What follows belongs to an exercise in optimizing a design on an open flow for small area, a short achievable clock period and few clock cycles per item; a production flow would make more cautious choices. Only simulation tests tie the RTL to the original design; equivalence was not proved.

## roberts_cross_gradient
module roberts_cross_gradient
#(
   parameter int MAX_WIDTH  = rcg_pkg::DEF_MAX_WIDTH,
   parameter int MAX_HEIGHT = rcg_pkg::DEF_MAX_HEIGHT
)(
   input  logic                     clock,
   input  logic                     reset,
   input  logic                     csr_wr_en,
   input  logic [rcg_pkg::CSR_WIDTH-1:0]     csr_wr_data,
   input  logic                     req_valid,
   output logic                     req_ready,
   input  logic [rcg_pkg::PIX_W-1:0]         req_pixel,
   input  logic                     req_start_of_frame,
   output logic                     rsp_valid,
   input  logic                     rsp_ready,
   output logic [rcg_pkg::ROW_W-1:0]         rsp_out_row,
   output logic [rcg_pkg::COL_W-1:0]         rsp_out_col,
   output logic signed [rcg_pkg::GRAD_W-1:0] rsp_diag_grad,
   output logic signed [rcg_pkg::GRAD_W-1:0] rsp_anti_grad,
   output logic [rcg_pkg::MAG_W-1:0]         rsp_magnitude,
   output logic                     rsp_last
);
For scale: roughly 7000 cells after synthesis, about 81 I/O pins.
make LEC_CHECK=0 CAP_MARGIN=20 CORE_MARGIN=2 CORE_UTILIZATION=70 SETUP_SLACK_MARGIN=4.0 SLEW_MARGIN=20 finish   # period 7.0 ns
run.sh (not shown) runs the stock make flow with config.mk's settings and CLKGATE_MAP_FILE= SYNTH_SCRIPT=/design/flow/synth_recipe.tcl, a recipe that flattens the netlist after the stock synthesis.
Testbench counts at the start, summed over its fixed seeds: cycles 20,259, items 17,628.
Edit:
--- a/flow/design.v
+++ b/flow/design.v
@@ -272,56 +272,56 @@
          c_z  <= b_z;
          c_c0 <= b_c0;
       end
       if (adv & c_v) begin
          lp  <= c_p;
          ulp <= c_u;
       end
    end
    logic                     p_v  [NST];
    logic                     p_z  [NST];
    logic                     p_c0 [NST];
-   logic signed [GRAD_W-1:0] p_x  [NST];
-   logic signed [GRAD_W-1:0] p_y  [NST];
+   logic [GRAD_W-1:0]        p_x  [NST];
+   logic [GRAD_W-1:0]        p_y  [NST];
    logic [7:0]               d_ax, d_ay;
+   assign d_ax = p_x[0][7:0];
+   assign d_ay = p_y[0][7:0];
    logic [16:0]              sq_r0, sq_r1, sq_r2, e_r0, e_r1, e_r2;
    logic [SQ_W-1:0]          e_s;
    rcg_sumsq u_sumsq (
       .a  (d_ax),
       .b  (d_ay),
       .r0 (sq_r0),
       .r1 (sq_r1),
       .r2 (sq_r2)
    );
    always_ff @(posedge clock) begin
       if (reset) begin
          for (int k = 0; k < NST; k++) p_v[k] <= 1'b0;
       end else if (adv) begin
          p_v[0] <= c_v;
          for (int k = 1; k < NST; k++) p_v[k] <= p_v[k-1];
       end
    end
    always_ff @(posedge clock) begin
       if (adv) begin
          p_z[0]  <= c_z;
          p_c0[0] <= c_c0;
-         p_x[0]  <= $signed({1'b0, ulp}) - $signed({1'b0, c_p});
-         p_y[0]  <= $signed({1'b0, c_u}) - $signed({1'b0, lp});
+         p_x[0]  <= (ulp >= c_p) ? {1'b0, ulp - c_p} : {1'b1, c_p - ulp};
+         p_y[0]  <= (c_u >= lp) ? {1'b0, c_u - lp} : {1'b1, lp - c_u};
          for (int k = 1; k < NST; k++) begin
             p_z[k]  <= p_z[k-1];
             p_c0[k] <= p_c0[k-1];
             p_x[k]  <= p_x[k-1];
             p_y[k]  <= p_y[k-1];
          end
-         d_ax <= (ulp >= c_p) ? ulp - c_p : c_p - ulp;
-         d_ay <= (c_u >= lp) ? c_u - lp : lp - c_u;
          e_r0 <= sq_r0;
          e_r1 <= sq_r1;
          e_r2 <= sq_r2;
          e_s  <= SQ_W'(e_r0 + e_r1 + e_r2);
       end
    end
    logic [15:0] rem_c  [15];
    logic [13:0] root_c [15];
    logic [15:0] rem_q  [15];
    logic [13:0] root_q [15];
    logic [SQ_W-1:0] s_q [15];
@@ -406,35 +406,40 @@
    logic            k_v, f_last, f_c1, k_last, k_c1;
    logic [1:0]      f_kind, k_kind;
    logic [RW-1:0]   f_row, k_row;
    logic [CW-1:0]   f_col, k_col;
    logic signed [GRAD_W-1:0] f_diag, f_anti, k_diag, k_anti;
    logic [12:0]     k_mag;
    assign adv    = adv_ff;
    assign l_res  = adv & l_v & has_res;
    assign o_more = o_v & ~o_last;
    assign o_en   = ~o_v | rsp_ready;
    assign o_take = o_en & ~o_more;           
+   logic signed [GRAD_W-1:0] lx_pos, lx_neg, ly_pos, ly_neg;
    always_comb begin
+      lx_pos = p_x[LS][8] ? -$signed({1'b0, p_x[LS][7:0]}) : $signed({1'b0, p_x[LS][7:0]});
+      lx_neg = p_x[LS][8] ? $signed({1'b0, p_x[LS][7:0]}) : -$signed({1'b0, p_x[LS][7:0]});
+      ly_pos = p_y[LS][8] ? -$signed({1'b0, p_y[LS][7:0]}) : $signed({1'b0, p_y[LS][7:0]});
+      ly_neg = p_y[LS][8] ? $signed({1'b0, p_y[LS][7:0]}) : -$signed({1'b0, p_y[LS][7:0]});
       f_c1  = c1;
       f_row = r1 ? '0 : pos_r;
       f_col = c1 ? '0 : pos_c;
       if (r1) begin
          f_kind = c1 ? 2'd0 : 2'd1;
-         f_diag = c1 ? -p_x[LS] : -p_y[LS];
-         f_anti = c1 ? -p_y[LS] : -p_x[LS];
+         f_diag = c1 ? lx_neg : ly_neg;
+         f_anti = c1 ? ly_neg : lx_neg;
          f_last = 1'b0;
       end else begin
          f_kind = c1 ? 2'd2 : 2'd3;
-         f_diag = c1 ? p_y[LS] : p_x[LS];
-         f_anti = c1 ? p_x[LS] : p_y[LS];
+         f_diag = c1 ? ly_pos : lx_pos;
+         f_anti = c1 ? lx_pos : ly_pos;
          f_last = ~c1;
       end
    end
    always_ff @(posedge clock) begin
       if (reset) begin
          o_v    <= 1'b0;
          k_v    <= 1'b0;
          adv_ff <= 1'b1;
       end else begin
          if (o_en) o_v <= o_more | k_v | l_res;
          if (k_v) begin
The new run completed with no timing, DRC or antenna violations.
Clock skew drops by 0.0056 ns.
Worst setup slack loses 0.14 ns.
Non-clock buffer count climbs by 9.
Worst hold slack improved by 0.0054 ns.
Via count shrinks by 1.9%.
Global-route usage drops by 0.37 points.
Die area came out lower by 0.64%.
Clock-buffer cell count came out higher by 5.
Testbench counts after the change, summed over its fixed seeds: cycles 20,259, items 17,628.

## re-timing with driven ports
The results above use ideal ports. As a check the final layouts listed here were re-extracted and re-timed, cells and wires unchanged.
Step 1 sets driving cells, clkbuf_16 on the clock port and buf_2 on the other inputs (assumed; they add their load-dependent delay and slew).
Step 2 also shifts input and output timing later by t, the mid clock arrival at the registers, as if the neighbouring blocks saw the same clock.
Three values: ideal, step 1, step 2; two values: the first two.
| run | shift t [ns] | slack for setup (ns) | pins driven straight from the clock port |
|---|---|---|---|
| the first run | 1.003 | 4.003 / 3.915 / 3.301 | 1 |
| the second run | 0.993 | 3.864 / 3.864 / 3.289 | 1 |
After both steps setup and hold are still met in every run listed. The setup slack of the first run, which loses most, moves by -0.088 ns with the drivers and by -0.702 ns with both steps.
